This design comes from an exercise in tuning for small area and a short achievable clock period on the open sky130 flow, not from production work.
RTL that was checked went through simulation tests only; none was proved equivalent to the original.
Power and IR drop assume default switching activity.

## pio_top
module pio_top (
  input  wire logic        clk,
  input  wire logic        rst_n,
  input  wire logic        en,
  input  wire logic [54:0] cfg,
  input  wire logic        prog_we,
  input  wire logic [4:0]  prog_addr,
  input  wire logic [15:0] prog_data,
  input  wire logic        tx_wr,
  input  wire logic [31:0] tx_data,
  output logic             tx_full,
  input  wire logic [31:0] gpio_in,
  output logic [31:0]      pins_out,
  output logic [31:0]      pin_dirs,
  output logic [4:0]       pc
);
clock: 8.0 ns
lec_check: 0
cap_margin: 20
core_margin: 2
core_utilization: 40
place_density: 0.6
setup_slack_margin: 4.0
slew_margin: 20
run.sh (not shown) runs the stock make flow with config.mk's settings and CLKGATE_MAP_FILE= SYNTH_SCRIPT=/design/flow/synth_recipe.tcl, a recipe that flattens the netlist after the stock synthesis.
Change:
--- a/flow/design.v
+++ b/flow/design.v
@@ -72,18 +72,18 @@
 `default_nettype none
 module pio_instr_mem (
   input  wire logic            clk,
   input  wire logic            we,
   input  wire pio_pkg::pc_t    waddr,
   input  wire pio_pkg::instr_t wdata,
   input  wire pio_pkg::pc_t    raddr_t,
   input  wire pio_pkg::pc_t    raddr_s,
-  output logic [14:0]          rdata_t,
-  output logic [14:0]          rdata_s,
+  input  wire logic            take,    
+  output logic [14:0]          rdata,
   output logic [14:0]          wenc    
 );
   logic [14:0] mem [pio_pkg::IMEM_DEPTH];
   logic [2:0]  op;
   logic [1:0]  cls;
   logic [4:0]  op2;
   assign op = wdata[15:13];
   always_comb begin
@@ -95,18 +95,22 @@
     endcase
   end
   assign wenc = {wdata[12:8], cls, wdata[7:5], op2};
   always_ff @(posedge clk) begin
     if (we) begin
       mem[waddr] <= wenc;
     end
   end
-  assign rdata_t = mem[raddr_t];
-  assign rdata_s = mem[raddr_s];
+  always_comb begin
+    rdata = '0;
+    for (int w = 0; w < pio_pkg::IMEM_DEPTH; w++) begin
+      if (take ? (raddr_t == w[4:0]) : (raddr_s == w[4:0])) rdata = rdata | mem[w];
+    end
+  end
 endmodule
 `default_nettype wire
 `timescale 1ns/1ps
 `default_nettype none
 module pio_tx_fifo (
   input  wire logic           clk,
   input  wire logic           rst_n,
   input  wire logic           wr,
@@ -147,18 +151,18 @@
 `timescale 1ns/1ps
 `default_nettype none
 module pio_sm (
   input  wire logic             clk,
   input  wire logic             rst_n,
   input  wire logic             en,
   input  wire logic             tick,
   input  wire pio_pkg::sm_cfg_t cfg,
-  input  wire logic [14:0]       imem_rd_t,   
-  input  wire logic [14:0]       imem_rd_s,   
+  input  wire logic [14:0]       imem_rd,     
+  output logic                   fetch_take,  
   input  wire logic [14:0]       imem_wenc,   
   input  wire logic              prog_we,
   input  wire pio_pkg::pc_t      prog_addr,
   output pio_pkg::pc_t           fetch_t,     
   output pio_pkg::pc_t           fetch_s,     
   input  wire pio_pkg::word_t   gpio_in,
   input  wire pio_pkg::word_t   fifo_data,
   input  wire logic             fifo_empty,
@@ -276,23 +280,20 @@
     if (!rst_n) begin
       fresh <= 1'b1;
     end else begin
       fresh <= 1'b0;
     end
   end
   assign fetch_t = tgt;
   assign fetch_s = fresh ? 5'd0 : pc_seq;
-  logic [14:0] ir_t;
-  logic [14:0] ir_s;
-  assign ir_t = (prog_we && prog_addr == fetch_t) ? imem_wenc : imem_rd_t;
-  assign ir_s = (prog_we && prog_addr == fetch_s) ? imem_wenc : imem_rd_s;
+  assign fetch_take = take && !fresh;
   always_ff @(posedge clk) begin
     if (exec || fresh) begin
-      ir <= (take && !fresh) ? ir_t : ir_s;
+      ir <= (prog_we && prog_addr == (fetch_take ? fetch_t : fetch_s)) ? imem_wenc : imem_rd;
     end else if (prog_we && prog_addr == pc) begin
       ir <= imem_wenc;
     end
   end
   always_ff @(posedge clk or negedge rst_n) begin
     if (!rst_n) begin
       x_q <= '0;
     end else if (go && to_x) begin
@@ -357,18 +358,18 @@
   input  wire logic [31:0] gpio_in,
   output logic [31:0]      pins_out,
   output logic [31:0]      pin_dirs,
   output logic [4:0]       pc
 );
   pio_pkg::sm_cfg_t cfg_s;
   assign cfg_s = cfg;
   logic            tick;
-  logic [14:0]     imem_rd_t;
-  logic [14:0]     imem_rd_s;
+  logic [14:0]     imem_rd;
+  logic            fetch_take;
   logic [14:0]     imem_wenc;
   pio_pkg::pc_t    fetch_t;
   pio_pkg::pc_t    fetch_s;
   pio_pkg::word_t  fifo_data;
   logic            fifo_empty;
   logic            fifo_rd;
   pio_clk_div u_div (
     .clk   (clk),
@@ -379,18 +380,18 @@
   );
   pio_instr_mem u_imem (
     .clk   (clk),
     .we    (prog_we),
     .waddr (prog_addr),
     .wdata (prog_data),
     .raddr_t (fetch_t),
     .raddr_s (fetch_s),
-    .rdata_t (imem_rd_t),
-    .rdata_s (imem_rd_s),
+    .take    (fetch_take),
+    .rdata   (imem_rd),
     .wenc  (imem_wenc)
   );
   pio_tx_fifo u_fifo (
     .clk   (clk),
     .rst_n (rst_n),
     .wr    (tx_wr),
     .wdata (tx_data),
     .rd    (fifo_rd),
@@ -399,18 +400,18 @@
     .full  (tx_full)
   );
   pio_sm u_sm (
     .clk        (clk),
     .rst_n      (rst_n),
     .en         (en),
     .tick       (tick),
     .cfg        (cfg_s),
-    .imem_rd_t  (imem_rd_t),
-    .imem_rd_s  (imem_rd_s),
+    .imem_rd    (imem_rd),
+    .fetch_take (fetch_take),
     .imem_wenc  (imem_wenc),
     .prog_we    (prog_we),
     .prog_addr  (prog_addr),
     .fetch_t    (fetch_t),
     .fetch_s    (fetch_s),
     .gpio_in    (gpio_in),
     .fifo_data  (fifo_data),
     .fifo_empty (fifo_empty),
Result: The new run ran to the end with no violations. Cell count fell by 13%. Register-to-register slack gets worse by 0.98 ns. Synthesized cell count fell by 17%. Routed wire length falls by 19%. Utilization goes up by 1.8 points. Synthesized area is lower by 12%. Count of clock-buffer cells in the layout falls by 13. Worst hold slack barely changes. Sequential cell count does not change. Setup slack got worse by 0.93 ns. Via count is lower by 18%. Total power decreases by 12%. Die area came out lower by 12%.
For the second run of this note, only the layout was checked, not whether the RTL still works.

separate check: timing with driven ports:
The results above use ideal ports. As a check the final layouts listed here were re-extracted and re-timed, cells and wires unchanged. Step 1 (the two cells are an assumption about what drives the block):
set clk [get_ports {clk}]
set_driving_cell -lib_cell sky130_fd_sc_hd__clkbuf_16 $clk
set_driving_cell -lib_cell sky130_fd_sc_hd__buf_2 [delete_from_list [all_inputs] $clk]
Step 2, shift: input delay + t, output delay - t, t = (earliest + latest rising clock arrival at the registers) / 2. This alone moves slack from input paths to output paths. Slacks: ideal / step 1 / step 2; pairs: ideal / step 1.
| run | shift t [ns] | setup WS [ns] | hold slack, ns | worst register clock-pin slew, ns | worst data-port slew with drivers (ns) |
|---|---|---|---|---|---|
| the first run | 0.740 | 3.968 / 3.952 / 3.212 | 0.487 / 0.487 / 0.487 | 0.08 / 0.08 | 0.11 |
| the second run | 0.744 | 3.039 / 3.059 / 2.335 | 0.486 / 0.486 / 0.486 | 0.07 / 0.07 | 0.09 |
After both steps setup and hold are still met in every run listed. For the first run, which loses most, drivers alone change the setup slack by -0.016 ns; drivers and shift together by -0.756 ns.
